This design comes from an exercise in tuning for small area on the open sky130 flow, not from production work.
Only simulation tests tie the RTL to the original design; equivalence was not proved.
Power and IR drop assume default switching activity.

[flow/run.sh]
#!/bin/bash
# synth_recipe.tcl (not shown) runs the flow's synth.tcl, then flattens the netlist and writes it again
# the make line also repeats each setting of config.mk as NAME=value (left out here)
make -C /OpenROAD-flow-scripts/flow DESIGN_CONFIG=/design/flow/config.mk WORK_HOME=/design/flow/orfs CLKGATE_MAP_FILE= SYNTH_SCRIPT=/design/flow/synth_recipe.tcl finish
[flow/config.mk]
export PLATFORM = sky130hd
export DESIGN_NAME = sobol_sequence_generator_top
export DESIGN_NICKNAME = sobol_sequence_generator_top
export VERILOG_FILES = /design/flow/design.v
export SDC_FILE = /design/flow/constraint.sdc
export NUM_CORES = 4
export LEC_CHECK = 0
export CAP_MARGIN = 20
export CORE_MARGIN = 2
export CORE_UTILIZATION = 40
export PLACE_DENSITY = 0.6
export SLEW_MARGIN = 20
[flow/constraint.sdc]
create_clock -name core_clock -period 7.0 [get_ports {clk}]
set_input_delay 1.4000 -clock core_clock [delete_from_list [all_inputs] [get_ports {clk}]]
set_output_delay 1.4000 -clock core_clock [all_outputs]
set_load 0.01 [all_outputs]
[flow/design.v]
package sobol_gen_pkg;
  localparam int MAX_DIMS      = 8;
  localparam int FRACTION_BITS = 32;
  localparam int DIMS_W        = 4;
  localparam int CFG_ADDR_W    = 4;
  localparam int CFG_DATA_W    = 32;
  localparam logic [1:0] REG_DIMS    = 2'd0;
  localparam logic [1:0] REG_RUN_LEN = 2'd1;
  localparam logic [1:0] REG_SEEK    = 2'd2;
endpackage
module sobol_gen_cfg (
  input  logic        clk,
  input  logic        rst_n,
  input  logic        wr_en,
  input  logic [1:0]  reg_sel,
  input  logic [31:0] pwdata,
  input  logic [31:0] next_index,
  output logic [31:0] prdata,
  output logic [3:0]  dims,
  output logic [31:0] run_len
);
  always_ff @(posedge clk) begin
    if (!rst_n) begin
      dims    <= 4'd8;
      run_len <= '1;
    end else if (wr_en) begin
      if (reg_sel == sobol_gen_pkg::REG_DIMS)    dims    <= pwdata[3:0];
      if (reg_sel == sobol_gen_pkg::REG_RUN_LEN) run_len <= pwdata;
    end
  end
  always_comb begin
    case (reg_sel)
      sobol_gen_pkg::REG_DIMS:    prdata = {28'b0, dims};
      sobol_gen_pkg::REG_RUN_LEN: prdata = run_len;
      sobol_gen_pkg::REG_SEEK:    prdata = next_index;
      default:                    prdata = '0;
    endcase
  end
endmodule
module sobol_gen_core (
  input  logic [31:0]  u,
  output logic [255:0] w
);
  logic t32;
  logic t33;
  logic t34;
  logic t35;
  logic t36;
  logic t37;
  logic t38;
  logic t39;
  logic t40;
  logic t41;
  logic t42;
  logic t43;
  logic t44;
  logic t45;
  logic t46;
  logic t47;
  logic t48;
  logic t49;
  logic t50;
  logic t51;
  logic t52;
  logic t53;
  logic t54;
  logic t55;
  logic t56;
  logic t57;
  logic t58;
  logic t59;
  logic t60;
  logic t61;
  logic t62;
  logic t63;
  logic t64;
  logic t65;
  logic t66;
  logic t67;
  logic t68;
  logic t69;
  logic t70;
  logic t71;
  logic t72;
  logic t73;
  logic t74;
  logic t75;
  logic t76;
  logic t77;
  logic t78;
  logic t79;
  logic t80;
  logic t81;
  logic t82;
  logic t83;
  logic t84;
  logic t85;
  logic t86;
  logic t87;
  logic t88;
  logic t89;
  logic t90;
  logic t91;
  logic t92;
  logic t93;
  logic t94;
  logic t95;
  logic t96;
  logic t97;
  logic t98;
  logic t99;
  logic t100;
  logic t101;
  logic t102;
  logic t103;
  logic t104;
  logic t105;
  logic t106;
  logic t107;
  logic t108;
  logic t109;
  logic t110;
  logic t111;
  logic t112;
  logic t113;
  logic t114;
  logic t115;
  logic t116;
  logic t117;
  logic t118;
  logic t119;
  logic t120;
  logic t121;
  logic t122;
  logic t123;
  logic t124;
  logic t125;
  logic t126;
  logic t127;
  logic t128;
  logic t129;
  logic t130;
  logic t131;
  logic t132;
  logic t133;
  logic t134;
  logic t135;
  logic t136;
  logic t137;
  logic t138;
  logic t139;
  logic t140;
  logic t141;
  logic t142;
  logic t143;
  logic t144;
  logic t145;
  logic t146;
  logic t147;
  logic t148;
  logic t149;
  logic t150;
  logic t151;
  logic t152;
  logic t153;
  logic t154;
  logic t155;
  logic t156;
  logic t157;
  logic t158;
  logic t159;
  logic t160;
  logic t161;
  logic t162;
  logic t163;
  logic t164;
  logic t165;
  logic t166;
  logic t167;
  logic t168;
  logic t169;
  logic t170;
  logic t171;
  logic t172;
  logic t173;
  logic t174;
  logic t175;
  logic t176;
  logic t177;
  logic t178;
  logic t179;
  logic t180;
  logic t181;
  logic t182;
  logic t183;
  logic t184;
  logic t185;
  logic t186;
  logic t187;
  logic t188;
  logic t189;
  logic t190;
  logic t191;
  logic t192;
  logic t193;
  logic t194;
  logic t195;
  logic t196;
  logic t197;
  logic t198;
  logic t199;
  logic t200;
  logic t201;
  logic t202;
  logic t203;
  logic t204;
  logic t205;
  logic t206;
  logic t207;
  logic t208;
  logic t209;
  logic t210;
  logic t211;
  logic t212;
  logic t213;
  logic t214;
  logic t215;
  logic t216;
  logic t217;
  logic t218;
  logic t219;
  logic t220;
  logic t221;
  logic t222;
  logic t223;
  logic t224;
  logic t225;
  logic t226;
  logic t227;
  logic t228;
  logic t229;
  logic t230;
  logic t231;
  logic t232;
  logic t233;
  logic t234;
  logic t235;
  logic t236;
  logic t237;
  logic t238;
  logic t239;
  logic t240;
  logic t241;
  logic t242;
  logic t243;
  logic t244;
  logic t245;
  logic t246;
  logic t247;
  logic t248;
  logic t249;
  logic t250;
  logic t251;
  logic t252;
  logic t253;
  logic t254;
  logic t255;
  logic t256;
  logic t257;
  logic t258;
  logic t259;
  logic t260;
  logic t261;
  logic t262;
  logic t263;
  logic t264;
  logic t265;
  logic t266;
  logic t267;
  logic t268;
  logic t269;
  logic t270;
  logic t271;
  logic t272;
  logic t273;
  logic t274;
  logic t275;
  logic t276;
  logic t277;
  logic t278;
  logic t279;
  logic t280;
  logic t281;
  logic t282;
  logic t283;
  logic t284;
  logic t285;
  logic t286;
  logic t287;
  logic t288;
  logic t289;
  logic t290;
  logic t291;
  logic t292;
  logic t293;
  logic t294;
  logic t295;
  logic t296;
  logic t297;
  logic t298;
  logic t299;
  logic t300;
  logic t301;
  logic t302;
  logic t303;
  logic t304;
  logic t305;
  logic t306;
  logic t307;
  logic t308;
  logic t309;
  logic t310;
  logic t311;
  logic t312;
  logic t313;
  logic t314;
  logic t315;
  logic t316;
  logic t317;
  logic t318;
  logic t319;
  logic t320;
  logic t321;
  logic t322;
  logic t323;
  logic t324;
  logic t325;
  logic t326;
  logic t327;
  logic t328;
  logic t329;
  logic t330;
  logic t331;
  logic t332;
  logic t333;
  logic t334;
  logic t335;
  logic t336;
  logic t337;
  logic t338;
  logic t339;
  logic t340;
  logic t341;
  logic t342;
  logic t343;
  logic t344;
  logic t345;
  logic t346;
  logic t347;
  logic t348;
  logic t349;
  logic t350;
  logic t351;
  logic t352;
  logic t353;
  logic t354;
  logic t355;
  logic t356;
  logic t357;
  logic t358;
  logic t359;
  logic t360;
  logic t361;
  logic t362;
  logic t363;
  logic t364;
  logic t365;
  logic t366;
  logic t367;
  logic t368;
  logic t369;
  logic t370;
  logic t371;
  logic t372;
  logic t373;
  logic t374;
  logic t375;
  logic t376;
  logic t377;
  logic t378;
  logic t379;
  logic t380;
  logic t381;
  logic t382;
  logic t383;
  logic t384;
  logic t385;
  logic t386;
  logic t387;
  logic t388;
  logic t389;
  logic t390;
  logic t391;
  logic t392;
  logic t393;
  logic t394;
  logic t395;
  logic t396;
  logic t397;
  logic t398;
  logic t399;
  logic t400;
  logic t401;
  logic t402;
  logic t403;
  logic t404;
  logic t405;
  logic t406;
  logic t407;
  logic t408;
  logic t409;
  logic t410;
  logic t411;
  logic t412;
  logic t413;
  logic t414;
  logic t415;
  logic t416;
  logic t417;
  logic t418;
  logic t419;
  logic t420;
  logic t421;
  logic t422;
  logic t423;
  logic t424;
  logic t425;
  logic t426;
  logic t427;
  logic t428;
  logic t429;
  logic t430;
  logic t431;
  logic t432;
  logic t433;
  logic t434;
  logic t435;
  logic t436;
  logic t437;
  logic t438;
  logic t439;
  logic t440;
  logic t441;
  logic t442;
  logic t443;
  logic t444;
  logic t445;
  logic t446;
  logic t447;
  logic t448;
  logic t449;
  logic t450;
  logic t451;
  logic t452;
  logic t453;
  logic t454;
  logic t455;
  logic t456;
  logic t457;
  logic t458;
  logic t459;
  logic t460;
  logic t461;
  logic t462;
  logic t463;
  logic t464;
  logic t465;
  logic t466;
  logic t467;
  logic t468;
  logic t469;
  logic t470;
  logic t471;
  logic t472;
  logic t473;
  logic t474;
  logic t475;
  logic t476;
  logic t477;
  logic t478;
  logic t479;
  logic t480;
  logic t481;
  logic t482;
  logic t483;
  logic t484;
  logic t485;
  logic t486;
  logic t487;
  logic t488;
  logic t489;
  logic t490;
  logic t491;
  logic t492;
  logic t493;
  logic t494;
  logic t495;
  logic t496;
  logic t497;
  logic t498;
  logic t499;
  logic t500;
  logic t501;
  logic t502;
  logic t503;
  logic t504;
  logic t505;
  logic t506;
  logic t507;
  logic t508;
  logic t509;
  logic t510;
  logic t511;
  logic t512;
  logic t513;
  logic t514;
  logic t515;
  logic t516;
  logic t517;
  logic t518;
  logic t519;
  logic t520;
  logic t521;
  logic t522;
  logic t523;
  logic t524;
  logic t525;
  logic t526;
  logic t527;
  logic t528;
  logic t529;
  logic t530;
  logic t531;
  logic t532;
  logic t533;
  logic t534;
  logic t535;
  logic t536;
  logic t537;
  logic t538;
  logic t539;
  logic t540;
  logic t541;
  logic t542;
  logic t543;
  logic t544;
  logic t545;
  logic t546;
  logic t547;
  logic t548;
  logic t549;
  logic t550;
  logic t551;
  logic t552;
  logic t553;
  logic t554;
  logic t555;
  logic t556;
  logic t557;
  logic t558;
  logic t559;
  logic t560;
  logic t561;
  logic t562;
  logic t563;
  logic t564;
  logic t565;
  logic t566;
  logic t567;
  logic t568;
  logic t569;
  logic t570;
  logic t571;
  logic t572;
  logic t573;
  logic t574;
  logic t575;
  logic t576;
  logic t577;
  logic t578;
  logic t579;
  logic t580;
  logic t581;
  logic t582;
  logic t583;
  logic t584;
  logic t585;
  logic t586;
  logic t587;
  logic t588;
  logic t589;
  logic t590;
  logic t591;
  logic t592;
  logic t593;
  logic t594;
  logic t595;
  logic t596;
  logic t597;
  logic t598;
  logic t599;
  logic t600;
  logic t601;
  logic t602;
  logic t603;
  logic t604;
  logic t605;
  logic t606;
  logic t607;
  logic t608;
  logic t609;
  logic t610;
  logic t611;
  assign t32 = u[30] ^ u[31];
  assign t33 = u[22] ^ u[23];
  assign t34 = u[19] ^ u[27];
  assign t35 = u[28] ^ u[29];
  assign t36 = u[18] ^ u[26];
  assign t37 = u[24] ^ u[25];
  assign t38 = u[17] ^ u[21];
  assign t39 = u[14] ^ u[15];
  assign t40 = u[7] ^ u[13];
  assign t41 = u[16] ^ u[20];
  assign t42 = u[29] ^ u[31];
  assign t43 = t34 ^ t36;
  assign t44 = t32 ^ t33;
  assign t45 = u[8] ^ u[11];
  assign t46 = u[10] ^ u[12];
  assign t47 = u[6] ^ u[9];
  assign t48 = u[21] ^ u[22];
  assign t49 = u[4] ^ u[5];
  assign t50 = u[23] ^ u[31];
  assign t51 = u[15] ^ t34;
  assign t52 = u[27] ^ t32;
  assign t53 = u[13] ^ u[25];
  assign t54 = t35 ^ t40;
  assign t55 = u[11] ^ u[23];
  assign t56 = u[14] ^ t36;
  assign t57 = u[26] ^ u[30];
  assign t58 = u[27] ^ u[31];
  assign t59 = u[18] ^ u[30];
  assign t60 = u[28] ^ t37;
  assign t61 = u[12] ^ t39;
  assign t62 = u[9] ^ t38;
  assign t63 = t33 ^ t41;
  assign t64 = u[21] ^ u[23];
  assign t65 = u[20] ^ t45;
  assign t66 = u[19] ^ u[31];
  assign t67 = u[1] ^ u[3];
  assign t68 = u[17] ^ t37;
  assign t69 = u[30] ^ t35;
  assign t70 = t38 ^ t47;
  assign t71 = u[20] ^ t33;
  assign t72 = u[15] ^ t42;
  assign t73 = u[7] ^ u[11];
  assign t74 = u[24] ^ u[28];
  assign t75 = u[27] ^ u[29];
  assign t76 = u[24] ^ t41;
  assign t77 = u[26] ^ t52;
  assign t78 = u[22] ^ t49;
  assign t79 = u[25] ^ t34;
  assign t80 = u[14] ^ u[22];
  assign t81 = u[13] ^ u[16];
  assign t82 = u[29] ^ t32;
  assign t83 = u[10] ^ u[25];
  assign t84 = t43 ^ t44;
  assign t85 = u[4] ^ u[8];
  assign t86 = u[2] ^ t41;
  assign t87 = u[11] ^ u[12];
  assign t88 = t46 ^ t51;
  assign t89 = u[10] ^ t39;
  assign t90 = u[18] ^ u[19];
  assign t91 = u[6] ^ t65;
  assign t92 = u[21] ^ t44;
  assign t93 = t45 ^ t54;
  assign t94 = u[17] ^ t63;
  assign t95 = t35 ^ t37;
  assign t96 = t33 ^ t39;
  assign t97 = u[8] ^ t47;
  assign t98 = u[20] ^ t48;
  assign t99 = u[5] ^ u[9];
  assign t100 = u[12] ^ u[15];
  assign t101 = t32 ^ t35;
  assign t102 = u[19] ^ u[21];
  assign t103 = t38 ^ t56;
  assign t104 = u[18] ^ t39;
  assign t105 = u[5] ^ t40;
  assign t106 = u[27] ^ t42;
  assign t107 = u[26] ^ t32;
  assign t108 = u[0] ^ t67;
  assign t109 = u[4] ^ u[16];
  assign t110 = t55 ^ t62;
  assign t111 = u[26] ^ t35;
  assign t112 = u[29] ^ u[30];
  assign t113 = u[29] ^ t44;
  assign t114 = u[28] ^ t57;
  assign t115 = u[23] ^ t38;
  assign t116 = u[29] ^ t53;
  assign t117 = u[22] ^ t41;
  assign t118 = u[2] ^ t33;
  assign t119 = u[7] ^ t36;
  assign t120 = u[9] ^ t46;
  assign t121 = u[29] ^ t40;
  assign t122 = t70 ^ t93;
  assign t123 = t43 ^ t61;
  assign t124 = u[8] ^ t35;
  assign t125 = u[3] ^ t73;
  assign t126 = t40 ^ t43;
  assign t127 = u[22] ^ t36;
  assign t128 = t35 ^ t58;
  assign t129 = u[14] ^ u[26];
  assign t130 = u[27] ^ t48;
  assign t131 = u[12] ^ t81;
  assign t132 = u[3] ^ u[8];
  assign t133 = t46 ^ t49;
  assign t134 = u[28] ^ t107;
  assign t135 = u[13] ^ t72;
  assign t136 = u[10] ^ t56;
  assign t137 = t64 ^ t99;
  assign t138 = u[6] ^ u[22];
  assign t139 = u[19] ^ t65;
  assign t140 = u[25] ^ t38;
  assign t141 = u[6] ^ t54;
  assign t142 = t43 ^ t53;
  assign t143 = u[12] ^ t49;
  assign t144 = u[19] ^ t62;
  assign t145 = u[20] ^ u[28];
  assign t146 = u[25] ^ t51;
  assign t147 = u[5] ^ u[6];
  assign t148 = u[10] ^ t86;
  assign t149 = u[30] ^ t75;
  assign t150 = u[24] ^ u[29];
  assign t151 = t46 ^ t85;
  assign t152 = u[17] ^ t42;
  assign t153 = u[10] ^ t70;
  assign t154 = t37 ^ t38;
  assign t155 = t66 ^ t74;
  assign t156 = u[20] ^ t35;
  assign t157 = t45 ^ t68;
  assign t158 = t34 ^ t55;
  assign t159 = t37 ^ t123;
  assign t160 = u[18] ^ t47;
  assign t161 = u[8] ^ t145;
  assign t162 = u[3] ^ t64;
  assign t163 = u[11] ^ t89;
  assign t164 = u[11] ^ t72;
  assign t165 = u[16] ^ t59;
  assign t166 = t77 ^ t95;
  assign t167 = u[18] ^ u[20];
  assign t168 = u[0] ^ u[4];
  assign t169 = t54 ^ t87;
  assign t170 = u[16] ^ t155;
  assign t171 = u[23] ^ t76;
  assign t172 = t32 ^ t60;
  assign t173 = u[1] ^ t91;
  assign t174 = u[13] ^ t55;
  assign t175 = u[22] ^ t57;
  assign t176 = t35 ^ t44;
  assign t177 = u[21] ^ t50;
  assign t178 = t53 ^ t164;
  assign t179 = t60 ^ t103;
  assign t180 = u[21] ^ t97;
  assign t181 = u[13] ^ t124;
  assign t182 = t86 ^ t108;
  assign t183 = u[9] ^ u[17];
  assign t184 = u[28] ^ t58;
  assign t185 = t68 ^ t71;
  assign t186 = t66 ^ t94;
  assign t187 = t46 ^ t78;
  assign t188 = t34 ^ t76;
  assign t189 = u[25] ^ t102;
  assign t190 = t33 ^ t83;
  assign t191 = t40 ^ t109;
  assign t192 = u[15] ^ t58;
  assign t193 = u[5] ^ u[15];
  assign t194 = t49 ^ t83;
  assign t195 = u[20] ^ u[22];
  assign t196 = u[13] ^ t61;
  assign t197 = u[9] ^ t51;
  assign t198 = u[25] ^ t106;
  assign t199 = t42 ^ t64;
  assign t200 = t92 ^ t156;
  assign t201 = t34 ^ t50;
  assign t202 = t42 ^ t79;
  assign t203 = t115 ^ t202;
  assign t204 = t38 ^ t41;
  assign t205 = t84 ^ t95;
  assign t206 = t204 ^ t205;
  assign t207 = u[15] ^ u[31];
  assign t208 = t32 ^ t39;
  assign t209 = t101 ^ t196;
  assign t210 = u[11] ^ t192;
  assign t211 = t77 ^ t163;
  assign t212 = u[9] ^ u[27];
  assign t213 = t178 ^ t212;
  assign t214 = u[13] ^ t39;
  assign t215 = t45 ^ t120;
  assign t216 = t166 ^ t214;
  assign t217 = t215 ^ t216;
  assign t218 = u[7] ^ u[15];
  assign t219 = t50 ^ t218;
  assign t220 = u[6] ^ u[7];
  assign t221 = t39 ^ t44;
  assign t222 = t220 ^ t221;
  assign t223 = t64 ^ t72;
  assign t224 = t105 ^ t223;
  assign t225 = u[20] ^ t49;
  assign t226 = t61 ^ t92;
  assign t227 = t141 ^ t225;
  assign t228 = t226 ^ t227;
  assign t229 = t50 ^ t51;
  assign t230 = t125 ^ t229;
  assign t231 = u[2] ^ u[6];
  assign t232 = t84 ^ t89;
  assign t233 = t125 ^ t231;
  assign t234 = t232 ^ t233;
  assign t235 = t42 ^ t67;
  assign t236 = t105 ^ t110;
  assign t237 = t146 ^ t235;
  assign t238 = t236 ^ t237;
  assign t239 = t37 ^ t39;
  assign t240 = t84 ^ t122;
  assign t241 = t133 ^ t182;
  assign t242 = t239 ^ t240;
  assign t243 = t241 ^ t242;
  assign t244 = u[25] ^ t134;
  assign t245 = t37 ^ t149;
  assign t246 = u[27] ^ t50;
  assign t247 = u[25] ^ u[26];
  assign t248 = t75 ^ t92;
  assign t249 = t247 ^ t248;
  assign t250 = t57 ^ t95;
  assign t251 = t98 ^ t250;
  assign t252 = t42 ^ t189;
  assign t253 = u[20] ^ t59;
  assign t254 = t74 ^ t253;
  assign t255 = t52 ^ t60;
  assign t256 = t115 ^ t167;
  assign t257 = t255 ^ t256;
  assign t258 = t34 ^ t57;
  assign t259 = t94 ^ t150;
  assign t260 = t258 ^ t259;
  assign t261 = u[15] ^ u[23];
  assign t262 = u[13] ^ u[21];
  assign t263 = t96 ^ t262;
  assign t264 = u[12] ^ u[13];
  assign t265 = u[14] ^ t98;
  assign t266 = t264 ^ t265;
  assign t267 = u[15] ^ t102;
  assign t268 = t174 ^ t267;
  assign t269 = t46 ^ t80;
  assign t270 = t167 ^ t269;
  assign t271 = u[17] ^ t71;
  assign t272 = t104 ^ t120;
  assign t273 = t271 ^ t272;
  assign t274 = t45 ^ t80;
  assign t275 = t81 ^ t144;
  assign t276 = t274 ^ t275;
  assign t277 = u[19] ^ t50;
  assign t278 = t73 ^ t277;
  assign t279 = u[10] ^ t59;
  assign t280 = t138 ^ t279;
  assign t281 = u[5] ^ t73;
  assign t282 = t90 ^ t113;
  assign t283 = t153 ^ t281;
  assign t284 = t282 ^ t283;
  assign t285 = t41 ^ t59;
  assign t286 = t78 ^ t124;
  assign t287 = t153 ^ t285;
  assign t288 = t286 ^ t287;
  assign t289 = u[3] ^ t75;
  assign t290 = t110 ^ t193;
  assign t291 = t289 ^ t290;
  assign t292 = u[26] ^ u[28];
  assign t293 = t80 ^ t85;
  assign t294 = t148 ^ t292;
  assign t295 = t293 ^ t294;
  assign t296 = u[1] ^ u[2];
  assign t297 = t93 ^ t129;
  assign t298 = t186 ^ t194;
  assign t299 = t296 ^ t297;
  assign t300 = t298 ^ t299;
  assign t301 = t48 ^ t88;
  assign t302 = t108 ^ t160;
  assign t303 = t172 ^ t191;
  assign t304 = t301 ^ t302;
  assign t305 = t303 ^ t304;
  assign t306 = t35 ^ t57;
  assign t307 = u[25] ^ u[27];
  assign t308 = t35 ^ t307;
  assign t309 = u[21] ^ t33;
  assign t310 = u[19] ^ t48;
  assign t311 = u[23] ^ t90;
  assign t312 = u[15] ^ t186;
  assign t313 = u[14] ^ t33;
  assign t314 = t38 ^ t165;
  assign t315 = t313 ^ t314;
  assign t316 = t38 ^ t117;
  assign t317 = t135 ^ t316;
  assign t318 = t35 ^ t64;
  assign t319 = t90 ^ t131;
  assign t320 = t318 ^ t319;
  assign t321 = u[10] ^ t127;
  assign t322 = u[11] ^ t43;
  assign t323 = t62 ^ t190;
  assign t324 = t322 ^ t323;
  assign t325 = u[10] ^ u[24];
  assign t326 = t43 ^ t45;
  assign t327 = t63 ^ t325;
  assign t328 = t326 ^ t327;
  assign t329 = u[15] ^ t119;
  assign t330 = t144 ^ t190;
  assign t331 = t329 ^ t330;
  assign t332 = u[27] ^ t73;
  assign t333 = t104 ^ t138;
  assign t334 = t332 ^ t333;
  assign t335 = t53 ^ t99;
  assign t336 = t158 ^ t335;
  assign t337 = u[24] ^ t127;
  assign t338 = t151 ^ t337;
  assign t339 = u[24] ^ u[31];
  assign t340 = t38 ^ t126;
  assign t341 = t132 ^ t187;
  assign t342 = t339 ^ t340;
  assign t343 = t341 ^ t342;
  assign t344 = u[30] ^ t47;
  assign t345 = t55 ^ t86;
  assign t346 = t142 ^ t143;
  assign t347 = t344 ^ t345;
  assign t348 = t346 ^ t347;
  assign t349 = u[19] ^ t36;
  assign t350 = t67 ^ t72;
  assign t351 = t157 ^ t187;
  assign t352 = t349 ^ t350;
  assign t353 = t351 ^ t352;
  assign t354 = u[25] ^ t54;
  assign t355 = t104 ^ t130;
  assign t356 = t168 ^ t173;
  assign t357 = t354 ^ t355;
  assign t358 = t356 ^ t357;
  assign t359 = t35 ^ t52;
  assign t360 = u[27] ^ t114;
  assign t361 = u[25] ^ t69;
  assign t362 = u[24] ^ t128;
  assign t363 = t48 ^ t112;
  assign t364 = t156 ^ t177;
  assign t365 = u[29] ^ t34;
  assign t366 = t92 ^ t365;
  assign t367 = t36 ^ t69;
  assign t368 = t98 ^ t367;
  assign t369 = u[17] ^ t50;
  assign t370 = t79 ^ t369;
  assign t371 = u[16] ^ t68;
  assign t372 = t84 ^ t371;
  assign t373 = u[15] ^ u[16];
  assign t374 = t36 ^ t113;
  assign t375 = t154 ^ t373;
  assign t376 = t374 ^ t375;
  assign t377 = t39 ^ t48;
  assign t378 = t69 ^ t188;
  assign t379 = t377 ^ t378;
  assign t380 = u[24] ^ t36;
  assign t381 = t44 ^ t81;
  assign t382 = t380 ^ t381;
  assign t383 = t100 ^ t113;
  assign t384 = t140 ^ t383;
  assign t385 = u[11] ^ t51;
  assign t386 = t43 ^ t163;
  assign t387 = t53 ^ t136;
  assign t388 = t183 ^ t387;
  assign t389 = t131 ^ t157;
  assign t390 = t197 ^ t389;
  assign t391 = u[14] ^ u[23];
  assign t392 = t83 ^ t126;
  assign t393 = t183 ^ t391;
  assign t394 = t392 ^ t393;
  assign t395 = t68 ^ t97;
  assign t396 = t127 ^ t131;
  assign t397 = t395 ^ t396;
  assign t398 = t34 ^ t40;
  assign t399 = t137 ^ t398;
  assign t400 = t71 ^ t126;
  assign t401 = t143 ^ t180;
  assign t402 = t400 ^ t401;
  assign t403 = u[3] ^ u[12];
  assign t404 = t66 ^ t78;
  assign t405 = t91 ^ t119;
  assign t406 = t140 ^ t403;
  assign t407 = t404 ^ t405;
  assign t408 = t406 ^ t407;
  assign t409 = u[3] ^ u[4];
  assign t410 = t52 ^ t68;
  assign t411 = t148 ^ t160;
  assign t412 = t174 ^ t409;
  assign t413 = t410 ^ t411;
  assign t414 = t412 ^ t413;
  assign t415 = t43 ^ t78;
  assign t416 = t100 ^ t116;
  assign t417 = t173 ^ t415;
  assign t418 = t416 ^ t417;
  assign t419 = u[0] ^ t66;
  assign t420 = t125 ^ t133;
  assign t421 = t179 ^ t419;
  assign t422 = t420 ^ t421;
  assign t423 = u[28] ^ u[31];
  assign t424 = u[26] ^ t106;
  assign t425 = u[25] ^ t114;
  assign t426 = t32 ^ t74;
  assign t427 = u[23] ^ t42;
  assign t428 = t69 ^ t130;
  assign t429 = u[20] ^ t50;
  assign t430 = t111 ^ t429;
  assign t431 = t79 ^ t176;
  assign t432 = t36 ^ t37;
  assign t433 = t50 ^ t102;
  assign t434 = t432 ^ t433;
  assign t435 = t59 ^ t185;
  assign t436 = u[26] ^ t82;
  assign t437 = t171 ^ t436;
  assign t438 = t39 ^ t77;
  assign t439 = u[14] ^ t57;
  assign t440 = t116 ^ t439;
  assign t441 = t58 ^ t74;
  assign t442 = t100 ^ t441;
  assign t443 = t39 ^ t55;
  assign t444 = t107 ^ t443;
  assign t445 = u[10] ^ u[26];
  assign t446 = t33 ^ t178;
  assign t447 = t445 ^ t446;
  assign t448 = u[14] ^ u[30];
  assign t449 = t48 ^ t60;
  assign t450 = t120 ^ t448;
  assign t451 = t449 ^ t450;
  assign t452 = t61 ^ t77;
  assign t453 = t161 ^ t452;
  assign t454 = u[23] ^ t121;
  assign t455 = t146 ^ t454;
  assign t456 = t33 ^ t141;
  assign t457 = t159 ^ t456;
  assign t458 = u[13] ^ u[27];
  assign t459 = t33 ^ t87;
  assign t460 = t147 ^ t179;
  assign t461 = t458 ^ t459;
  assign t462 = t460 ^ t461;
  assign t463 = u[4] ^ u[26];
  assign t464 = t37 ^ t63;
  assign t465 = t88 ^ t121;
  assign t466 = t463 ^ t464;
  assign t467 = t465 ^ t466;
  assign t468 = u[3] ^ u[24];
  assign t469 = t47 ^ t56;
  assign t470 = t130 ^ t169;
  assign t471 = t468 ^ t469;
  assign t472 = t470 ^ t471;
  assign t473 = u[2] ^ u[7];
  assign t474 = u[10] ^ u[14];
  assign t475 = u[18] ^ u[29];
  assign t476 = t99 ^ t132;
  assign t477 = t185 ^ t473;
  assign t478 = t474 ^ t475;
  assign t479 = t476 ^ t477;
  assign t480 = t478 ^ t479;
  assign t481 = u[1] ^ t40;
  assign t482 = t70 ^ t85;
  assign t483 = t118 ^ t170;
  assign t484 = t481 ^ t482;
  assign t485 = t483 ^ t484;
  assign t486 = u[0] ^ u[30];
  assign t487 = t54 ^ t79;
  assign t488 = t96 ^ t151;
  assign t489 = t486 ^ t487;
  assign t490 = t488 ^ t489;
  assign t491 = u[25] ^ t101;
  assign t492 = u[23] ^ u[25];
  assign t493 = t33 ^ t37;
  assign t494 = u[31] ^ t37;
  assign t495 = t48 ^ t494;
  assign t496 = u[30] ^ t195;
  assign t497 = t71 ^ t112;
  assign t498 = t189 ^ t497;
  assign t499 = u[23] ^ t59;
  assign t500 = t60 ^ t499;
  assign t501 = u[20] ^ t32;
  assign t502 = t34 ^ t154;
  assign t503 = t501 ^ t502;
  assign t504 = u[17] ^ u[30];
  assign t505 = t43 ^ t117;
  assign t506 = t504 ^ t505;
  assign t507 = u[23] ^ t51;
  assign t508 = t43 ^ t96;
  assign t509 = t38 ^ t96;
  assign t510 = t142 ^ t509;
  assign t511 = u[12] ^ t76;
  assign t512 = t58 ^ t76;
  assign t513 = t87 ^ t512;
  assign t514 = t57 ^ t88;
  assign t515 = t171 ^ t514;
  assign t516 = u[9] ^ u[29];
  assign t517 = t63 ^ t159;
  assign t518 = t516 ^ t517;
  assign t519 = u[24] ^ t62;
  assign t520 = t181 ^ t519;
  assign t521 = t110 ^ t121;
  assign t522 = t46 ^ t63;
  assign t523 = t122 ^ t522;
  assign t524 = t88 ^ t94;
  assign t525 = t147 ^ t181;
  assign t526 = t524 ^ t525;
  assign t527 = u[6] ^ u[20];
  assign t528 = t85 ^ t136;
  assign t529 = t527 ^ t528;
  assign t530 = u[19] ^ u[29];
  assign t531 = t56 ^ t91;
  assign t532 = t162 ^ t194;
  assign t533 = t530 ^ t531;
  assign t534 = t532 ^ t533;
  assign t535 = u[24] ^ t118;
  assign t536 = t122 ^ t129;
  assign t537 = t535 ^ t536;
  assign t538 = u[31] ^ t43;
  assign t539 = t67 ^ t80;
  assign t540 = t109 ^ t169;
  assign t541 = t538 ^ t539;
  assign t542 = t540 ^ t541;
  assign t543 = u[17] ^ t44;
  assign t544 = t45 ^ t119;
  assign t545 = t182 ^ t193;
  assign t546 = t543 ^ t544;
  assign t547 = t545 ^ t546;
  assign t548 = u[25] ^ t128;
  assign t549 = u[24] ^ t149;
  assign t550 = u[23] ^ t111;
  assign t551 = u[22] ^ u[25];
  assign t552 = t184 ^ t551;
  assign t553 = u[28] ^ t177;
  assign t554 = t150 ^ t195;
  assign t555 = u[17] ^ u[29];
  assign t556 = u[16] ^ u[28];
  assign t557 = t32 ^ t90;
  assign t558 = t556 ^ t557;
  assign t559 = u[17] ^ u[18];
  assign t560 = t51 ^ t82;
  assign t561 = t559 ^ t560;
  assign t562 = u[19] ^ t129;
  assign t563 = t152 ^ t562;
  assign t564 = u[28] ^ t53;
  assign t565 = t165 ^ t564;
  assign t566 = u[17] ^ u[24];
  assign t567 = t75 ^ t100;
  assign t568 = t566 ^ t567;
  assign t569 = u[17] ^ u[19];
  assign t570 = t55 ^ t59;
  assign t571 = t116 ^ t569;
  assign t572 = t570 ^ t571;
  assign t573 = u[22] ^ t46;
  assign t574 = t56 ^ t170;
  assign t575 = t573 ^ t574;
  assign t576 = u[21] ^ t42;
  assign t577 = t197 ^ t576;
  assign t578 = u[30] ^ t56;
  assign t579 = t161 ^ t578;
  assign t580 = t40 ^ t79;
  assign t581 = t152 ^ t580;
  assign t582 = t42 ^ t61;
  assign t583 = t180 ^ t188;
  assign t584 = t582 ^ t583;
  assign t585 = t52 ^ t54;
  assign t586 = t56 ^ t65;
  assign t587 = t137 ^ t585;
  assign t588 = t586 ^ t587;
  assign t589 = t60 ^ t62;
  assign t590 = t89 ^ t175;
  assign t591 = t191 ^ t589;
  assign t592 = t590 ^ t591;
  assign t593 = t37 ^ t41;
  assign t594 = t75 ^ t97;
  assign t595 = t162 ^ t196;
  assign t596 = t593 ^ t594;
  assign t597 = t595 ^ t596;
  assign t598 = u[26] ^ t61;
  assign t599 = t74 ^ t105;
  assign t600 = t118 ^ t139;
  assign t601 = t598 ^ t599;
  assign t602 = t600 ^ t601;
  assign t603 = t53 ^ t67;
  assign t604 = t69 ^ t103;
  assign t605 = t139 ^ t603;
  assign t606 = t604 ^ t605;
  assign t607 = u[2] ^ u[9];
  assign t608 = t82 ^ t98;
  assign t609 = t123 ^ t168;
  assign t610 = t607 ^ t608;
  assign t611 = t609 ^ t610;
  assign w[0] = u[31];
  assign w[1] = u[30];
  assign w[2] = u[29];
  assign w[3] = u[28];
  assign w[4] = u[27];
  assign w[5] = u[26];
  assign w[6] = u[25];
  assign w[7] = u[24];
  assign w[8] = u[23];
  assign w[9] = u[22];
  assign w[10] = u[21];
  assign w[11] = u[20];
  assign w[12] = u[19];
  assign w[13] = u[18];
  assign w[14] = u[17];
  assign w[15] = u[16];
  assign w[16] = u[15];
  assign w[17] = u[14];
  assign w[18] = u[13];
  assign w[19] = u[12];
  assign w[20] = u[11];
  assign w[21] = u[10];
  assign w[22] = u[9];
  assign w[23] = u[8];
  assign w[24] = u[7];
  assign w[25] = u[6];
  assign w[26] = u[5];
  assign w[27] = u[4];
  assign w[28] = u[3];
  assign w[29] = u[2];
  assign w[30] = u[1];
  assign w[31] = u[0];
  assign w[32] = u[31];
  assign w[33] = t32;
  assign w[34] = t42;
  assign w[35] = t101;
  assign w[36] = t58;
  assign w[37] = t77;
  assign w[38] = t198;
  assign w[39] = t166;
  assign w[40] = t50;
  assign w[41] = t44;
  assign w[42] = t199;
  assign w[43] = t200;
  assign w[44] = t201;
  assign w[45] = t84;
  assign w[46] = t203;
  assign w[47] = t206;
  assign w[48] = t207;
  assign w[49] = t208;
  assign w[50] = t135;
  assign w[51] = t209;
  assign w[52] = t210;
  assign w[53] = t211;
  assign w[54] = t213;
  assign w[55] = t217;
  assign w[56] = t219;
  assign w[57] = t222;
  assign w[58] = t224;
  assign w[59] = t228;
  assign w[60] = t230;
  assign w[61] = t234;
  assign w[62] = t238;
  assign w[63] = t243;
  assign w[64] = u[31];
  assign w[65] = u[30];
  assign w[66] = t82;
  assign w[67] = t69;
  assign w[68] = t106;
  assign w[69] = t114;
  assign w[70] = t244;
  assign w[71] = t245;
  assign w[72] = t246;
  assign w[73] = t175;
  assign w[74] = t249;
  assign w[75] = t251;
  assign w[76] = t252;
  assign w[77] = t254;
  assign w[78] = t257;
  assign w[79] = t260;
  assign w[80] = t261;
  assign w[81] = t80;
  assign w[82] = t263;
  assign w[83] = t266;
  assign w[84] = t268;
  assign w[85] = t270;
  assign w[86] = t273;
  assign w[87] = t276;
  assign w[88] = t278;
  assign w[89] = t280;
  assign w[90] = t284;
  assign w[91] = t288;
  assign w[92] = t291;
  assign w[93] = t295;
  assign w[94] = t300;
  assign w[95] = t305;
  assign w[96] = u[31];
  assign w[97] = t32;
  assign w[98] = u[29];
  assign w[99] = u[28];
  assign w[100] = t128;
  assign w[101] = t306;
  assign w[102] = t308;
  assign w[103] = t172;
  assign w[104] = u[23];
  assign w[105] = u[22];
  assign w[106] = t309;
  assign w[107] = t71;
  assign w[108] = t310;
  assign w[109] = t311;
  assign w[110] = t115;
  assign w[111] = t117;
  assign w[112] = t312;
  assign w[113] = t315;
  assign w[114] = t317;
  assign w[115] = t320;
  assign w[116] = t158;
  assign w[117] = t321;
  assign w[118] = t324;
  assign w[119] = t328;
  assign w[120] = t331;
  assign w[121] = t334;
  assign w[122] = t336;
  assign w[123] = t338;
  assign w[124] = t343;
  assign w[125] = t348;
  assign w[126] = t353;
  assign w[127] = t358;
  assign w[128] = u[31];
  assign w[129] = u[30];
  assign w[130] = t42;
  assign w[131] = t101;
  assign w[132] = t359;
  assign w[133] = t360;
  assign w[134] = t361;
  assign w[135] = t362;
  assign w[136] = t50;
  assign w[137] = t44;
  assign w[138] = t363;
  assign w[139] = t364;
  assign w[140] = t366;
  assign w[141] = t368;
  assign w[142] = t370;
  assign w[143] = t372;
  assign w[144] = t376;
  assign w[145] = t379;
  assign w[146] = t382;
  assign w[147] = t384;
  assign w[148] = t385;
  assign w[149] = t386;
  assign w[150] = t388;
  assign w[151] = t390;
  assign w[152] = t394;
  assign w[153] = t397;
  assign w[154] = t399;
  assign w[155] = t402;
  assign w[156] = t408;
  assign w[157] = t414;
  assign w[158] = t418;
  assign w[159] = t422;
  assign w[160] = u[31];
  assign w[161] = t32;
  assign w[162] = t112;
  assign w[163] = t423;
  assign w[164] = t52;
  assign w[165] = t424;
  assign w[166] = t425;
  assign w[167] = t426;
  assign w[168] = t427;
  assign w[169] = t176;
  assign w[170] = t428;
  assign w[171] = t430;
  assign w[172] = t431;
  assign w[173] = t434;
  assign w[174] = t435;
  assign w[175] = t437;
  assign w[176] = t192;
  assign w[177] = t438;
  assign w[178] = t440;
  assign w[179] = t442;
  assign w[180] = t444;
  assign w[181] = t447;
  assign w[182] = t451;
  assign w[183] = t453;
  assign w[184] = t455;
  assign w[185] = t457;
  assign w[186] = t462;
  assign w[187] = t467;
  assign w[188] = t472;
  assign w[189] = t480;
  assign w[190] = t485;
  assign w[191] = t490;
  assign w[192] = u[31];
  assign w[193] = t32;
  assign w[194] = t82;
  assign w[195] = u[28];
  assign w[196] = t184;
  assign w[197] = t134;
  assign w[198] = t491;
  assign w[199] = t60;
  assign w[200] = t492;
  assign w[201] = t493;
  assign w[202] = t495;
  assign w[203] = t496;
  assign w[204] = t498;
  assign w[205] = t500;
  assign w[206] = t503;
  assign w[207] = t506;
  assign w[208] = t507;
  assign w[209] = t508;
  assign w[210] = t510;
  assign w[211] = t511;
  assign w[212] = t513;
  assign w[213] = t515;
  assign w[214] = t518;
  assign w[215] = t520;
  assign w[216] = t521;
  assign w[217] = t523;
  assign w[218] = t526;
  assign w[219] = t529;
  assign w[220] = t534;
  assign w[221] = t537;
  assign w[222] = t542;
  assign w[223] = t547;
  assign w[224] = u[31];
  assign w[225] = u[30];
  assign w[226] = u[29];
  assign w[227] = u[28];
  assign w[228] = u[27];
  assign w[229] = t111;
  assign w[230] = t548;
  assign w[231] = t549;
  assign w[232] = t550;
  assign w[233] = t552;
  assign w[234] = t553;
  assign w[235] = t554;
  assign w[236] = t66;
  assign w[237] = t59;
  assign w[238] = t555;
  assign w[239] = t558;
  assign w[240] = t561;
  assign w[241] = t563;
  assign w[242] = t565;
  assign w[243] = t568;
  assign w[244] = t572;
  assign w[245] = t575;
  assign w[246] = t577;
  assign w[247] = t579;
  assign w[248] = t581;
  assign w[249] = t584;
  assign w[250] = t588;
  assign w[251] = t592;
  assign w[252] = t597;
  assign w[253] = t602;
  assign w[254] = t606;
  assign w[255] = t611;
endmodule
module sobol_sequence_generator_top #(
  parameter int NUM_DIMS = 8
) (
  input  logic                                 clk,
  input  logic                                 rst_n,
  input  logic                                 in_valid,
  output logic                                 in_stall,
  input  logic                                 in_restart,
  output logic                                 out_valid,
  input  logic                                 out_stall,
  output logic [31:0]                          out_point_index,
  output logic                                 out_last_point,
  output logic [31:0]                          out_coord_0,
  output logic [31:0]                          out_coord_1,
  output logic [31:0]                          out_coord_2,
  output logic [31:0]                          out_coord_3,
  output logic [31:0]                          out_coord_4,
  output logic [31:0]                          out_coord_5,
  output logic [31:0]                          out_coord_6,
  output logic [31:0]                          out_coord_7,
  input  logic                                 psel,
  input  logic                                 penable,
  input  logic                                 pwrite,
  input  logic [sobol_gen_pkg::CFG_ADDR_W-1:0] paddr,
  input  logic [sobol_gen_pkg::CFG_DATA_W-1:0] pwdata,
  output logic [sobol_gen_pkg::CFG_DATA_W-1:0] prdata,
  output logic                                 pready
);
  logic        in_valid_r, out_valid_r, restart_r, lst, sk;
  logic [31:0] idx;
  logic [3:0]  dims;
  logic [31:0] run_len;
  logic        load, in_take, clr, last, wr_en, seek_we, cin;
  logic [32:0] cy;       
  logic [31:0] nxt;      
  logic [31:0] n_new;    
  logic [31:0] gray;
  logic [255:0] w;
  assign pready  = 1'b1;
  assign wr_en   = psel & penable & pwrite;
  assign seek_we = wr_en & (paddr[3:2] == sobol_gen_pkg::REG_SEEK);
  sobol_gen_cfg u_cfg (
    .clk        (clk),
    .rst_n      (rst_n),
    .wr_en      (wr_en),
    .reg_sel    (paddr[3:2]),
    .pwdata     (pwdata),
    .next_index (lst ? 32'd0 : nxt),
    .prdata     (prdata),
    .dims       (dims),
    .run_len    (run_len)
  );
  assign load     = in_valid_r & (~out_valid_r | ~out_stall);
  assign in_stall = in_valid_r & ~load;
  assign in_take  = in_valid & ~in_stall;
  assign clr      = restart_r | lst;
  assign cin      = ~sk;
  for (genvar i = 0; i <= 32; i++) begin : g_cy
    if (i == 0) begin : g_lo
      assign cy[i] = cin;
    end else begin : g_hi
      assign cy[i] = cin & (&idx[i-1:0]);
    end
  end
  assign nxt   = idx ^ cy[31:0];
  assign n_new = clr ? 32'd0 : nxt;
  assign last  = ({1'b0, n_new} + 33'd1) >= {1'b0, run_len};
  always_ff @(posedge clk) begin
    if (!rst_n) begin
      in_valid_r  <= 1'b0;
      out_valid_r <= 1'b0;
      lst         <= 1'b1;
      sk          <= 1'b0;
    end else begin
      in_valid_r  <= in_take | (in_valid_r & ~load);
      out_valid_r <= load | (out_valid_r & out_stall);
      if (seek_we) begin
        lst <= 1'b0;
        sk  <= 1'b1;
      end else if (load) begin
        lst <= last;
        sk  <= 1'b0;
      end
    end
  end
  always_ff @(posedge clk) begin
    if (in_take) restart_r <= in_restart;
    if (seek_we)   idx <= pwdata;
    else if (load) idx <= n_new;
  end
  assign gray = idx ^ {1'b0, idx[31:1]};
  sobol_gen_core u_core (
    .u (gray),
    .w (w)
  );
  assign out_valid       = out_valid_r;
  assign out_point_index = idx;
  assign out_last_point  = lst;
  assign out_coord_0     = (dims > 4'd0) ? w[0*32 +: 32] : 32'd0;
  assign out_coord_1     = (dims > 4'd1) ? w[1*32 +: 32] : 32'd0;
  assign out_coord_2     = (dims > 4'd2) ? w[2*32 +: 32] : 32'd0;
  assign out_coord_3     = (dims > 4'd3) ? w[3*32 +: 32] : 32'd0;
  assign out_coord_4     = (dims > 4'd4) ? w[4*32 +: 32] : 32'd0;
  assign out_coord_5     = (dims > 4'd5) ? w[5*32 +: 32] : 32'd0;
  assign out_coord_6     = (dims > 4'd6) ? w[6*32 +: 32] : 32'd0;
  assign out_coord_7     = (dims > 4'd7) ? w[7*32 +: 32] : 32'd0;
endmodule
==> run_results.csv, run 1 <==
group,metric,value,unit
die,chipHeight,184,um
global_routing,grt_max_degree,57,
critical_path,cp-end-kind,"primary output",
run,maxCapViolCount,0,
place,place_congestion,0.995,
routing,ant_nets,0,
critical_path,start_kind,"flip-flop",
final_layout,layout_common_cells,"xnor2_1, clkdlybuf4s50_1, nor2_1",
routing,wl_per_cell,23.6,um
die,coreArea,31700,um^2
logic_synthesis,netlist_instances,1688,
timing,setup_viol,0,
cts,clock-sinks,73,
final_layout,fillers,3072,
final_layout,area_delta_synth_final,34.8,%
power,max-vdd-ir-drop,0.000243,V
die,fp-row-count,65,
logic_synthesis,synth.top_cells.by_area,"xnor2_1, xor2_1, nor2_1",
critical_path,cp.arrival,4.42,ns
cts,cts.clk_slew.worst_paths,0.06,ns
cts,cts_setup_buffers,0,
timing,layout_min_cycle_time,5.82,ns
routing,dr_total_vias,12908,
place,place_ws,1.58,ns
die,ioPinCount,368,
routing,dr.pass1.iters,5,
critical_path,crit_fanout,9,
cts,cts_buffers,9,
timing,slew_violations,0,
final_layout,drive_above_1_share,6.54,%
final_layout,antenna_cells,0,
global_routing,grt_pass1_vias,12649,
cts,clk_latency,0.34,ns
critical_path,path_class,"reg -> out",
cts,cts_tree,"yes",
place,dpl.cell_count,2388,
final_layout,layout.cells.non_filler,2404,
timing,maxSlewHeadroom,24.1,%
global_routing,grtUsageTotal,32.9,%
power,power_density,342,nW/um^2
die,die_w,184,um
timing,finalHoldViolations,0,
logic_synthesis,synth-main-ff-cell,"dfxtp_1",
logic_synthesis,syn_nets,1781,
die,initial_core_util,40.8,%
critical_path,rrSetupSlack,1.88,ns
timing,finalCritPeriodShare,83.1,%
place,post-dp-hpwl,43600,um
global_routing,antenna_found_initial,0,
routing,drc,0,
timing,rsz0062_at_grt,"no",
logic_synthesis,synthesis.area,12900,um^2
cts,ctsLongestPathBuffers,2,
cts,cts_htree_levels,3,
power,p_leak,6.67,nW
critical_path,worstPathRequired,5.60,ns
cts,cts-resized-gates,0,
cts,cts_hold_buf,0,
timing,max_freq,172,MHz
timing,worst_pin_slew,1.13,ns
timing,fin_ws,1.18,ns
routing,routed_via_density,5.37,
logic_synthesis,ys_warn_count,2,
final_layout,layout_commonest_cell,"xnor2_1",
timing,hold_ws,0.523,ns
final_layout,layout.nets,2090,
logic_synthesis,synth_cell_type_count,66,
logic_synthesis,ys_seq_area_share,13.9,%
global_routing,gr-total-overflow,0,
timing,finalSetupTns,0,ns
logic_synthesis,async_flop_share,0,%
routing,routed_wl,56800,um
power,power.total,5.96,mW
timing,skew,0.00659,ns
place,io_buffers,364,
cts,cts_root_buffer,"clkbuf_16",
logic_synthesis,synth_edf_count,33,
routing,drtIter0Drc,946,
logic_synthesis,synth_top_area_share,31.9,%
logic_synthesis,avgSynthCellArea,7.66,um^2
global_routing,grt_pass1_wl,82500,um
die,dieArea,33800,um^2
run_status,outcome,"complete, no violations",
logic_synthesis,synth_top_area_cell,"xnor2_1",
logic_synthesis,synth_seq_cells,73,
worst_hold_path,worstHoldPathType,"reg -> reg",
==> power by group <==
part	total [mW]	switching [mW]	internal, mW
Combinational	4.98	2.44	2.54
Clock	0.484	0.196	0.287
Sequential	0.499	0.0356	0.464
==> stage by stage <==
stage / cell area [um^2] / util [%]
finish: 17400 / 55.0
global route: 17400 / 55.0
floorplan: 12900 / -
CTS: 17400 / 55.0
global placement: 17100 / 53.9
detailed placement: 17100 / 54.0
==> cell usage after synthesis, types with 8 or more instances <==
master	count
nand2b_1	9
clkbuf_1	81
edfxtp_1	33
a21o_1	11
xnor2_1	471
nand2_1	123
nor4_1	9
a21oi_1	19
buf_1	16
buf_2	19
nand3_1	14
inv_1	45
mux2i_1	15
nor2b_1	30
xnor2_2	14
o21a_1	9
o21ai_0	57
xor2_1	154
nor3_1	16
o211ai_1	36
ha_1	49
dfxtp_1	40
nand4_1	25
nor3b_1	8
and2_1	12
nor2_1	268
and3_1	10
==> worst paths after layout <==
kind,startpoint,endpoint,cells past startpoint
max,idx[19]$_DFFE_PP_,out_coord_1[31],8
min,u_cfg.run_len[8]$_SDFFE_PN1P_,u_cfg.run_len[8]$_SDFFE_PN1P_,2
max reg2reg,idx[10]$_DFFE_PP_,lst$_SDFFE_PN1P_,16
min reg2reg,u_cfg.run_len[8]$_SDFFE_PN1P_,u_cfg.run_len[8]$_SDFFE_PN1P_,2
==> worst max-delay path, stage by stage (launching register included) <==
cell and delay (ns):
edfxtp_1 0.55, ha_1 0.81, xor2_4 0.59, xor2_4 0.46, xnor2_1 0.29, xnor2_2 0.33
xnor3_1 0.36, nor2_1 0.10, clkdlybuf4s50_1 0.57
==> sequential cells by signal, summed over array words and instances (netlist names) <==
name,cells
idx,32
in_valid_r,1
lst,1
out_valid_r,1
restart_r,1
sk,1
u_cfg.dims,4
u_cfg.run_len,32
==> final cells by class <==
type,instances,area [um^2],area share [%]
Inverter,49,184,1.06
Timing Repair Buffer,418,4070,23.3
Multi-Input combinational cell,1446,10600,60.7
Sequential cell,73,1790,10.3
Tap cell,402,503,2.89
Clock buffer,10,239,1.37
Clock inverter,6,66.3,0.380
==> routing by layer <==
metal / part of all wire (%) / GRT usage [%]
met3: 6.7 / 3.63
met5: 0 / 0
met4: 4.3 / 13.9
met1: 42 / 42.2
met2: 47 / 55.9
==> cell families (layout without fill, tap and decap cells) <==
family	Yosys count	in the layout	synth area share (%)
AO/OA/AOI/OAI	168	168	8.40
XOR/XNOR	650	650	46.3
adder cells (fa/ha/maj)	52	52	4.97
buffers and inverters	169	483	5.24
flip-flops	73	73	13.9
multiplexers	22	22	1.77
other	1	1	0.0290
AND/OR/NAND/NOR	553	553	19.5
==> inputs of run 2 (changes only) <==
==> flow/flow/run.sh (new file) <==
#!/bin/bash
# The standard layout (standard.sh: ORFS with the standard flow's config), except that
# the port buffers buffer_ports inserts are the smallest buffer, buf_1,
# instead of the tool's default pick. Every port still gets its buffer.
set -euo pipefail
bash standard.sh 'BUFFER_PORTS_ARGS=-buffer_cell sky130_fd_sc_hd__buf_1' finish > orfs_make.log 2>&1
==> flow/standard.sh (new file) <==
#!/bin/bash
# synth_recipe.tcl (not shown) runs the flow's synth.tcl, then flattens the netlist and writes it again
# the make line also repeats each setting of config.mk as NAME=value (left out here)
make -C /OpenROAD-flow-scripts/flow DESIGN_CONFIG=/design/flow/config.mk WORK_HOME=/design/flow/orfs CLKGATE_MAP_FILE= SYNTH_SCRIPT=/design/flow/synth_recipe.tcl "${@:-finish}"
removed: flow/run.sh
==> run 2 against run 1 <==
Compared with the run above: still clean; flip-flop and latch count stayed put; fmax is 3.7% higher; global-route usage is 0.67 points lower; sequential power is 0.8% higher; setup slack better by 0.21 ns; largest power group unchanged.
==> run_results.csv, run 2 <==
group,metric,value,unit
run_status,outcome,"complete, no violations",
power,internal_power,2.23,mW
die,ioPinCount,368,
logic_synthesis,netlist_instances,1688,
cts,cts_root_buffer,"clkbuf_16",
cts,cts_tree,"yes",
cts,clock-sinks,73,
place,place_congestion,0.978,
global_routing,grt_pass1_vias,12483,
cts,clk_latency,0.34,ns
critical_path,r2r-start,"idx[10]$_DFFE_PP_",
logic_synthesis,synth-main-ff-cell,"dfxtp_1",
final_layout,reg_top3,"idx (32), u_cfg.run_len (32), u_cfg.dims (4)",
power,combPwrFrac,80.8,%
power,p_leak,5.65,nW
routing,routed_via_density,5.38,
timing,setup_viol,0,
logic_synthesis,ys_seq_area_share,13.9,%
run,maxCapViolCount,0,
place,post-dp-hpwl,42900,um
logic_synthesis,synth.top_cells.by_area,"xnor2_1, xor2_1, nor2_1",
logic_synthesis,syn_nets,1781,
die,fp-row-count,65,
cts,cts-resized-gates,0,
die,chipHeight,184,um
routing,dr_total_vias,12908,
critical_path,worstPathRequired,5.60,ns
place,io_buffers,364,
logic_synthesis,async_flop_share,0,%
logic_synthesis,synth_top_area_share,31.9,%
logic_synthesis,synthMostInstantiatedCell,"xnor2_1",
logic_synthesis,avgSynthCellArea,7.66,um^2
final_layout,area_delta_synth_final,16.6,%
timing,max_freq,178,MHz
final_layout,fillers,3317,
routing,wl_per_cell,23.3,um
routing,drc,0,
cts,cts_setup_buffers,0,
final_layout,layout.nets,2087,
worst_hold_path,worstHoldPathType,"reg -> reg",
cts,cts_buffers,9,
critical_path,crit_fanout,13,
timing,finalSetupTns,0,ns
timing,slew_violations,0,
die,die_w,184,um
global_routing,antenna_found_initial,1,
power,power_density,321,nW/um^2
cts,ctsLongestPathBuffers,2,
logic_synthesis,synth_top_area_cell,"xnor2_1",
die,dieArea,33800,um^2
critical_path,worst_r2r_endpoint,"lst$_SDFFE_PN1P_",
critical_path,ff2ff_path_depth,16,
logic_synthesis,yosys-top-cells-count,"xnor2_1, nor2_1, xor2_1",
final_layout,layout_commonest_cell,"xnor2_1",
critical_path,cp.arrival,4.21,ns
global_routing,grtUsageTotal,32.2,%
power,max-vdd-ir-drop,0.000190,V
routing,drtIter0Drc,917,
global_routing,grt_max_degree,52,
final_layout,layout_common_cells,"xnor2_1, buf_1, nor2_1",
power,power.total,4.84,mW
die,initial_core_util,40.8,%
timing,maxSlewHeadroom,18.8,%
logic_synthesis,ys_warn_count,2,
timing,rsz0062_at_grt,"no",
global_routing,gr-total-overflow,0,
critical_path,path_class,"reg -> out",
routing,ant_nets,0,
cts,cts.clk_slew.worst_paths,0.06,ns
power,clkPwrFrac,8.8,%
logic_synthesis,synth_edf_count,33,
critical_path,cp-end-kind,"primary output",
critical_path,rrSetupSlack,1.92,ns
power,power_switching,2.61,mW
final_layout,antenna_cells,0,
logic_synthesis,synthesis.area,12900,um^2
routing,dr.pass1.iters,5,
critical_path,cp-endpoint,"out_coord_1[31]",
power,seqPwrFrac,10.4,%
cts,cts_hold_buf,0,
timing,worst_pin_slew,1.21,ns
routing,routed_wl,55900,um
logic_synthesis,synth_seq_cells,73,
logic_synthesis,synth_cell_type_count,66,
timing,layout_min_cycle_time,5.61,ns
critical_path,start_kind,"flip-flop",
timing,finalCritPeriodShare,80.1,%
die,coreArea,31700,um^2
global_routing,grt_pass1_wl,80400,um
critical_path,worstSetupStartpoint,"idx[27]$_DFFE_PP_",
timing,finalHoldViolations,0,
power,p_sw_share,54.0,%
cts,cts_htree_levels,3,
timing,skew,0.00797,ns
final_layout,drive_above_1_share,6.30,%
-- run 2: final cells by class --
| type | instances | area, um^2 | share of cell area, % |
|---|---|---|---|
| Inverter | 49 | 184 | 1.22 |
| Multi-Input combinational cell | 1446 | 10600 | 70.1 |
| Timing Repair Buffer | 415 | 1750 | 11.6 |
| Tap cell | 402 | 503 | 3.34 |
| Clock buffer | 11 | 243 | 1.61 |
| Clock inverter | 5 | 31.3 | 0.208 |
| Sequential cell | 73 | 1790 | 11.9 |
-- run 2: power by group through the flow --
stage	registers [mW]	clock network [mW]	logic (mW)
3_5_place_dp	0.511	0	3.88
4_1_cts	0.502	0.435	3.89
2_1_floorplan	0.491	0	2.62
5_1_grt	0.506	0.451	4.18
3_3_place_gp	0.510	0	3.87
6_report	0.503	0.427	3.91
-- run 2: how the worst min path moves through the flow --
stage / startpoint / to / slack [ns] / depth (start not counted)
5_1_grt: u_cfg.run_len[22]$_SDFFE_PN1P_ / u_cfg.run_len[22]$_SDFFE_PN1P_ / 0.55 / 2
3_3_place_gp: u_cfg.run_len[7]$_SDFFE_PN1P_ / u_cfg.run_len[7]$_SDFFE_PN1P_ / 0.51 / 2
6_report: u_cfg.run_len[0]$_SDFFE_PN1P_ / u_cfg.run_len[0]$_SDFFE_PN1P_ / 0.52 / 2
4_1_cts: u_cfg.run_len[22]$_SDFFE_PN1P_ / u_cfg.run_len[22]$_SDFFE_PN1P_ / 0.53 / 2
2_1_floorplan: u_cfg.run_len[0]$_SDFFE_PN1P_ / u_cfg.run_len[0]$_SDFFE_PN1P_ / 0.49 / 2
3_5_place_dp: u_cfg.run_len[6]$_SDFFE_PN1P_ / u_cfg.run_len[6]$_SDFFE_PN1P_ / 0.51 / 2
-- run 2: cells by family after synthesis --
logic type,share of synthesized area (%)
fa+ha+maj,4.97
mux,1.77
xor+xnor,46.3
compound gates,8.40
buf+inv,5.24
other cells,0.0290
simple gates,19.5
flops,13.9
-- run 2: metal layers --
metal  GRT usage (%)  share of wire (%)  wire, um
met1            40.0                 41     23100
met4            16.2                5.5      3070
met2            55.1                 47     26200
met5               0              0.032        18
met3            3.61                6.4      3560
-- run 2: critical path, stage by stage, from the launching register on --
cell and delay [ns]:
edfxtp_1 0.93, ha_1 0.38, buf_4 0.25, xor2_4 0.57, xor2_4 0.28, xnor2_1 0.56
xnor2_2 0.22, xnor3_1 0.35, nor2_1 0.13, buf_1 0.17
-- run 2: stage by stage --
stage	cells	instance area (um^2)	hold WS (ns)	worst slack (ns)	util, %
global route	2401	15100	0.548	1.30	47.5
CTS	2401	15100	0.526	1.41	47.5
floorplan	1688	12900	0.486	2.79	-
global placement	2385	14800	0.506	1.82	46.7
finish	2401	15100	0.524	1.39	47.5
detailed placement	2385	14800	0.513	1.78	46.7
==> inputs of run 3 (changes only) <==
--- a/flow/config.mk
+++ b/flow/config.mk
@@ -8,5 +8,6 @@
 export CAP_MARGIN = 20
 export CORE_MARGIN = 2
 export CORE_UTILIZATION = 40
+export CTS_BUF_LIST = sky130_fd_sc_hd__clkbuf_8
 export PLACE_DENSITY = 0.6
 export SLEW_MARGIN = 20
==> run 3 against run 2 <==
Compared with the run above: still clean on timing, DRC and antenna; core utilization fell by 0.32 points; clock power fell by 29%; largest power group unchanged; combinational power barely moved; register-to-register slack barely moved; synthesized cell count did not move; highest routed layer unchanged; first-iteration DRC count fell by 8.9%; setup slack got worse by 0.045 ns; design area fell by 0.67%.
==> run_results.csv, run 3 <==
group,metric,value,unit
die,chipHeight,184,um
place,place_congestion,0.978,
timing,finalSetupTns,0,ns
routing,ant_nets,0,
timing,layout_min_cycle_time,5.65,ns
logic_synthesis,synth_top_area_cell,"xnor2_1",
timing,fin_ws,1.35,ns
worst_hold_path,hold_path_depth,2,
logic_synthesis,synth_cell_type_count,66,
cts,cts_htree_levels,3,
global_routing,gr-total-overflow,0,
critical_path,cp.arrival,4.25,ns
critical_path,path_class,"reg -> out",
global_routing,antenna_found_initial,1,
final_layout,layout.cells.non_filler,2401,
global_routing,grt_pass1_wl,80300,um
cts,cts_hold_buf,0,
cts,cts_buffers,9,
logic_synthesis,ys_seq_area_share,13.9,%
timing,worst_pin_slew,1.22,ns
logic_synthesis,synthesis.area,12900,um^2
run_status,outcome,"complete, no violations",
cts,cts_setup_buffers,0,
logic_synthesis,netlist_instances,1688,
place,io_buffers,364,
global_routing,grt_pass1_vias,12478,
place,dpl.cell_count,2385,
final_layout,antenna_cells,0,
critical_path,start_kind,"flip-flop",
critical_path,rrSetupSlack,1.91,ns
logic_synthesis,yosys-top-cells-count,"xnor2_1, nor2_1, xor2_1",
die,ioPinCount,368,
routing,wl_per_cell,23.3,um
final_layout,layout_commonest_cell,"xnor2_1",
final_layout,layout.nets,2087,
cts,cts_tree,"yes",
die,dieArea,33800,um^2
timing,finalHoldViolations,0,
critical_path,ff2ff_path_depth,16,
die,coreArea,31700,um^2
final_layout,reg_top3,"idx (32), u_cfg.run_len (32), u_cfg.dims (4)",
logic_synthesis,async_flop_share,0,%
cts,cts_root_buffer,"clkbuf_8",
timing,slew_violations,0,
logic_synthesis,ys_warn_count,2,
timing,rsz0062_at_grt,"no",
logic_synthesis,synth_edf_count,33,
global_routing,grt_max_degree,52,
worst_hold_path,hold_start,"u_cfg.run_len[22]$_SDFFE_PN1P_",
routing,dr.pass1.iters,5,
logic_synthesis,synth-main-ff-cell,"dfxtp_1",
timing,hold_ws,0.527,ns
cts,clock-sinks,73,
logic_synthesis,synth.top_cells.by_area,"xnor2_1, xor2_1, nor2_1",
timing,skew,0.0172,ns
cts,cts.clk_slew.worst_paths,0.08,ns
timing,setup_viol,0,
logic_synthesis,syn_nets,1781,
final_layout,drive_above_1_share,6.30,%
power,max-vdd-ir-drop,0.000190,V
worst_hold_path,worstHoldPathType,"reg -> reg",
cts,clk_latency,0.36,ns
place,place_ws,1.78,ns
critical_path,worstSetupStartpoint,"idx[27]$_DFFE_PP_",
global_routing,grtUsageTotal,32.2,%
timing,max_freq,177,MHz
power,p_leak,5.61,nW
run,maxCapViolCount,0,
die,die_w,184,um
routing,dr_total_vias,12815,
final_layout,layout_common_cells,"xnor2_1, buf_1, nor2_1",
logic_synthesis,synthMostInstantiatedCell,"xnor2_1",
timing,finalCritPeriodShare,80.8,%
place,post-dp-hpwl,42900,um
routing,drc,0,
routing,routed_via_density,5.34,
logic_synthesis,synth_top_area_share,31.9,%
routing,drtIter0Drc,835,
critical_path,worst_r2r_endpoint,"lst$_SDFFE_PN1P_",
cts,cts-resized-gates,0,
die,initial_core_util,40.8,%
timing,maxSlewHeadroom,18.2,%
critical_path,crit_fanout,13,
power,power_density,315,nW/um^2
logic_synthesis,avgSynthCellArea,7.66,um^2
critical_path,cp-end-kind,"primary output",
critical_path,r2r-start,"idx[10]$_DFFE_PP_",
cts,ctsLongestPathBuffers,2,
routing,routed_wl,56000,um
critical_path,worstPathRequired,5.60,ns
final_layout,area_delta_synth_final,15.8,%
worst_hold_path,hold_end,"u_cfg.run_len[22]$_SDFFE_PN1P_",
logic_synthesis,synth_seq_cells,73,
die,fp-row-count,65,
## run 3: critical path, cell delays in order, from the launching register on
cell,delay [ns]
edfxtp_1,0.92
ha_1,0.37
buf_4,0.25
xor2_4,0.57
xor2_4,0.29
xnor2_1,0.58
xnor2_2,0.23
xnor3_1,0.36
nor2_1,0.13
buf_1,0.17
## run 3: where the power goes
group	switching [mW]	leakage, nW	internal (mW)	total [mW]
registers	0.0392	0.647	0.463	0.502
logic	2.40	4.87	1.51	3.91
clock network	0.168	0.0932	0.136	0.304
total	2.60	5.61	2.11	4.72
## run 3: layout make-up
class	count	area (um^2)
clock buffers	10	138
multi-input cells	1446	10600
repair buffers	415	1750
inverters	49	184
well taps	402	503
flip-flops and latches	73	1790
clock inverters	6	35.0
fillers	3327	16700
## run 3: cells by family (layout without fill, tap and decap cells)
family,count (synthesis),count (layout),share of synthesized area (%)
AO/OA/AOI/OAI,168,168,8.40
XOR/XNOR,650,650,46.3
adder cells (fa/ha/maj),52,52,4.97
buffers and inverters,169,480,5.24
flip-flops,73,73,13.9
multiplexers,22,22,1.77
other,1,1,0.0290
AND/OR/NAND/NOR,553,553,19.5
## run 3: worst max path at each step
| stage | endpoint | slack (ns) |
|---|---|---|
| finish | out_coord_1[31] | 1.35 |
| global placement | out_coord_1[31] | 1.82 |
| floorplan | out_coord_1[31] | 2.79 |
| detailed placement | out_coord_1[31] | 1.78 |
| CTS | out_coord_1[31] | 1.38 |
| global route | out_coord_1[31] | 1.27 |
## run 3: through the flow
step	utilization [%]	total power [mW]	cell area [um^2]
after floorplan	-	3.12	12900
after global placement	46.7	4.38	14800
after detailed placement	46.7	4.39	14800
after CTS	47.2	4.69	15000
after global routing	47.2	5.01	15000
final	47.2	4.72	15000
## run 3: layer usage
| metal | track usage, % | vias to the layer above | wire, um | part of all wire, % |
|---|---|---|---|---|
| met1 | 40.0 | 5993 | 23100 | 41 |
| met4 | 16.0 | 2 | 2960 | 5.3 |
| li1 | - | 6075 | - | - |
| met3 | 3.61 | 131 | 3550 | 6.3 |
| met2 | 55.1 | 614 | 26300 | 47 |
| met5 | 0 | - | 18 | 0.032 |

-- static timing again, ports no longer ideal --
The results above use ideal ports. As a check the final layouts listed here were re-extracted and re-timed, cells and wires unchanged.
Step 1: set_driving_cell puts a clkbuf_16 on clk and a buf_2 on each other input, an assumption about the parent block.
Step 2 also shifts input and output timing later by t, the mid clock arrival at the registers, as if the neighbouring blocks saw the same clock.
Slacks: ideal / step 1 / step 2; pairs: ideal / step 1.
run | t, ns | slack for setup (ns) | worst hold slack (ns)
run 1 | 0.377 | 1.182 / 1.142 / 1.519 | 0.523 / 0.523 / 0.523
run 2 | 0.371 | 1.392 / 1.353 / 1.724 | 0.524 / 0.524 / 0.524
run 3 | 0.387 | 1.347 / 1.313 / 1.699 | 0.527 / 0.527 / 0.527
After both steps setup and hold are still met in every run listed.
